From an optimization exercise on the open Yosys and OpenROAD flow, aimed at small area; shortcuts taken in it are not production practice.

== alpha ==
## pifo_top
module pifo_top
(
    input  logic               i_clk,
    input  logic               i_arst_n,
    input  logic               i_push,
    input  logic [ENTRY_W-1:0] i_push_data,
    input  logic               i_pop,
    output logic               o_pop_valid,
    output logic [ENTRY_W-1:0] o_pop_data
);
Size: about 5800 cells after synthesis, roughly 1600 flip-flops, ~37 I/O pins.
clock: 12.0 ns
lec_check: 0
abc_area: 1
cap_margin: 20
core_margin: 2
core_utilization: 40
cts_cluster_diameter: 100
cts_cluster_size: 24
slew_margin: 20
synth_hierarchical: 1
synth_minimum_keep_size: 0
run.sh (not shown) runs the stock make flow with config.mk's settings and CLKGATE_MAP_FILE= SYNTH_SCRIPT=/design/flow/synth_recipe.tcl, a recipe that flattens the netlist after the stock synthesis.
alpha finished all stages; layout check result: FAIL, due to setup timing.
### alpha -> beta
--- a/flow/design.v
+++ b/flow/design.v
@@ -3,58 +3,59 @@
     localparam int RING_LEN  = 3;
     localparam int NUM_SLOTS = NUM_RINGS * RING_LEN;    
     localparam int CAPACITY  = 84;
     localparam int OCC_W     = 7;
 endpackage
 package pifo_node_pkg;
     localparam int PRIO_W  = 12;
     localparam int TAG_W   = 4;                  
     localparam int ENTRY_W = TAG_W + PRIO_W;     
     localparam int HALF_W  = 8;
     localparam int WIN_W   = 6;
-    localparam logic [2*HALF_W-1:0] INV_MASK = 16'hA8A8;
+    localparam logic [2*HALF_W-1:0] INV_MASK = 16'hFCFC;
     localparam logic [ENTRY_W-1:0] EMPTY_ENTRY = 16'h0FFF;
 endpackage
 `timescale 1ns/10ps
 module pifo_min_select
 (
     input  logic i_cand,
-    input  logic i_b1_n,         
-    input  logic i_b0,           
+    input  logic i_b1_n,
+    input  logic i_b0_n,
     input  logic i_z1_n,
-    input  logic i_z0,
-    output logic o_t1_n,
-    output logic o_t0,
+    input  logic i_z0_n,
+    output logic o_t0x_n,
+    output logic o_t00_n,
+    output logic o_tx0_n,
     output logic o_cand
 );
-    logic c_mid_n;
-    pifo_g_nand2 u_t1 (.a(i_cand), .b(i_b1_n), .y(o_t1_n));
-    pifo_g_o21ai u_c1 (.a1(i_b1_n), .a2(i_z1_n), .b1(i_cand), .y(c_mid_n));
-    pifo_g_nor2  u_t0 (.a(c_mid_n), .b(i_b0), .y(o_t0));
-    pifo_g_a21oi u_c0 (.a1(i_b0), .a2(i_z0), .b1(c_mid_n), .y(o_cand));
+    logic drop0_n;       
+    logic drop1;         
+    pifo_g_nand2 u_t0x (.a(i_cand), .b(i_b1_n), .y(o_t0x_n));
+    pifo_g_nand3 u_t00 (.a(i_cand), .b(i_b1_n), .c(i_b0_n), .y(o_t00_n));
+    pifo_g_nand2 u_tx0 (.a(i_cand), .b(i_b0_n), .y(o_tx0_n));
+    pifo_g_o21ai u_k0 (.a1(i_b0_n), .a2(i_z0_n), .b1(i_cand), .y(drop0_n));
+    pifo_g_nor2  u_d1 (.a(i_b1_n), .b(i_z1_n), .y(drop1));
+    pifo_g_nor2  u_k1 (.a(drop0_n), .b(drop1), .y(o_cand));
 endmodule
 `timescale 1ns/10ps
 module pifo_g_nand2 (input logic a, b, output logic y);
     assign y = ~(a & b);
 endmodule
 module pifo_g_nand3 (input logic a, b, c, output logic y);
     assign y = ~(a & b & c);
 endmodule
 module pifo_g_nor2 (input logic a, b, output logic y);
     assign y = ~(a | b);
 endmodule
 module pifo_g_o21ai (input logic a1, a2, b1, output logic y);
     assign y = ~((a1 | a2) & b1);
-endmodule
-module pifo_g_a21oi (input logic a1, a2, b1, output logic y);
-    assign y = ~((a1 & a2) | b1);
 endmodule
 `timescale 1ns/10ps
 import pifo_geom_pkg::*;
 import pifo_node_pkg::*;
 module pifo_top
 (
     input  logic               i_clk,
     input  logic               i_arst_n,
     input  logic               i_push,
     input  logic [ENTRY_W-1:0] i_push_data,
     input  logic               i_pop,
@@ -139,41 +140,43 @@
         if (pcmp_q) begin
             pend_c_q <= new_min;
         end
     end
     logic              search_start;
     logic              searching;
     logic [WIN_W-1:0]  z;
     logic [NS-1:0]     s_res;
     assign search_start = !phase_q && (pop_q || wait_q);
     assign searching    = search_start || run2_q;
     logic [3:0][NS-1:0] c_step;
-    logic [NS-1:0] t1 [3];
-    logic [NS-1:0] t0 [3];
+    logic [NS-1:0] t0x [3];
+    logic [NS-1:0] t00 [3];
+    logic [NS-1:0] tx0 [3];
     assign c_step[3] = search_start ? (valid_q & ~cand_q) : cand_q;
     always_ff @(posedge i_clk) begin
         z_hi_q <= z;
     end
     for (genvar p = 0; p < 3; p++) begin : g_step
         logic z1, z0;
-        assign z1 = searching && !(&t1[p]);
-        assign z0 = searching && (|t0[p]);
+        assign z1 = searching && !(&t0x[p]);
+        assign z0 = searching && (z1 ? !(&t00[p]) : !(&tx0[p]));
         for (genvar s = 0; s < NS; s++) begin : g_slot
             pifo_min_select u_bits (
                 .i_cand  (c_step[p+1][s]),
                 .i_b1_n  (slot_q[s][2*HALF_W-WIN_W+2*p+1]),
-                .i_b0    (slot_q[s][2*HALF_W-WIN_W+2*p]),
+                .i_b0_n  (slot_q[s][2*HALF_W-WIN_W+2*p]),
                 .i_z1_n  (!z1),
-                .i_z0    (z0),
-                .o_t1_n  (t1[p][s]),
-                .o_t0    (t0[p][s]),
+                .i_z0_n  (!z0),
+                .o_t0x_n (t0x[p][s]),
+                .o_t00_n (t00[p][s]),
+                .o_tx0_n (tx0[p][s]),
                 .o_cand  (c_step[p][s])
             );
         end
         assign z[2*p+1] = z1;
         assign z[2*p]   = z0;
     end
     assign s_res = c_step[0];
     localparam int GRP = 12;
     localparam int NG  = NS / GRP;
     logic [NS-1:0] seen_before;
     logic [NS-1:0] first;
Notes after the runs:
Of beta and alpha, only beta finishes the flow clean. Final checks on alpha, whose flow otherwise completed, came back failing, citing setup timing. On data required time of the worst path: between beta and alpha, it ends up higher for beta. Looking at share of the clock period used by the worst path across beta and alpha, the one that comes out higher is alpha. Synthesized netlist net count, beta and alpha: smaller value in alpha. [compare] base=alpha new=beta: critical path depth shows a reduction of 32; per-instance average area after synthesis shows a reduction of 6.5%. Between alpha and beta, the wire length figures differ only marginally. The width of the chip reported for beta is greater than that of alpha by about 1.6%.
Function was not checked in any run of this note: the RTL went through the layout flow alone.

==> afterwards: timing with drivers on the ports <==
The results above use ideal ports. As a check the final layouts listed here were re-extracted and re-timed, cells and wires unchanged.
Step 1, drivers: a clkbuf_16 drives i_clk and a buf_2 each remaining input, both assumed.
Step 2 adds t to the input delays and takes it off the output delays; t is the mean of the earliest and latest rising clock arrival at the registers after step 1. Input paths then give back, and output paths get back, about the clock's delay inside the block.
Slacks: ideal / step 1 / step 2; pairs: ideal / step 1.
run	shift t [ns]	setup slack, ns	worst hold slack (ns)	latest minus earliest clock arrival (ns)	worst register clock-pin slew, ns
alpha	0.746	-2.080 / -2.080 / -2.080	0.320 / 0.320 / 0.320	0.042 / 0.042	0.11 / 0.11
beta	0.766	0.544 / 0.544 / 0.544	0.310 / 0.310 / 0.310	0.045 / 0.045	0.11 / 0.11
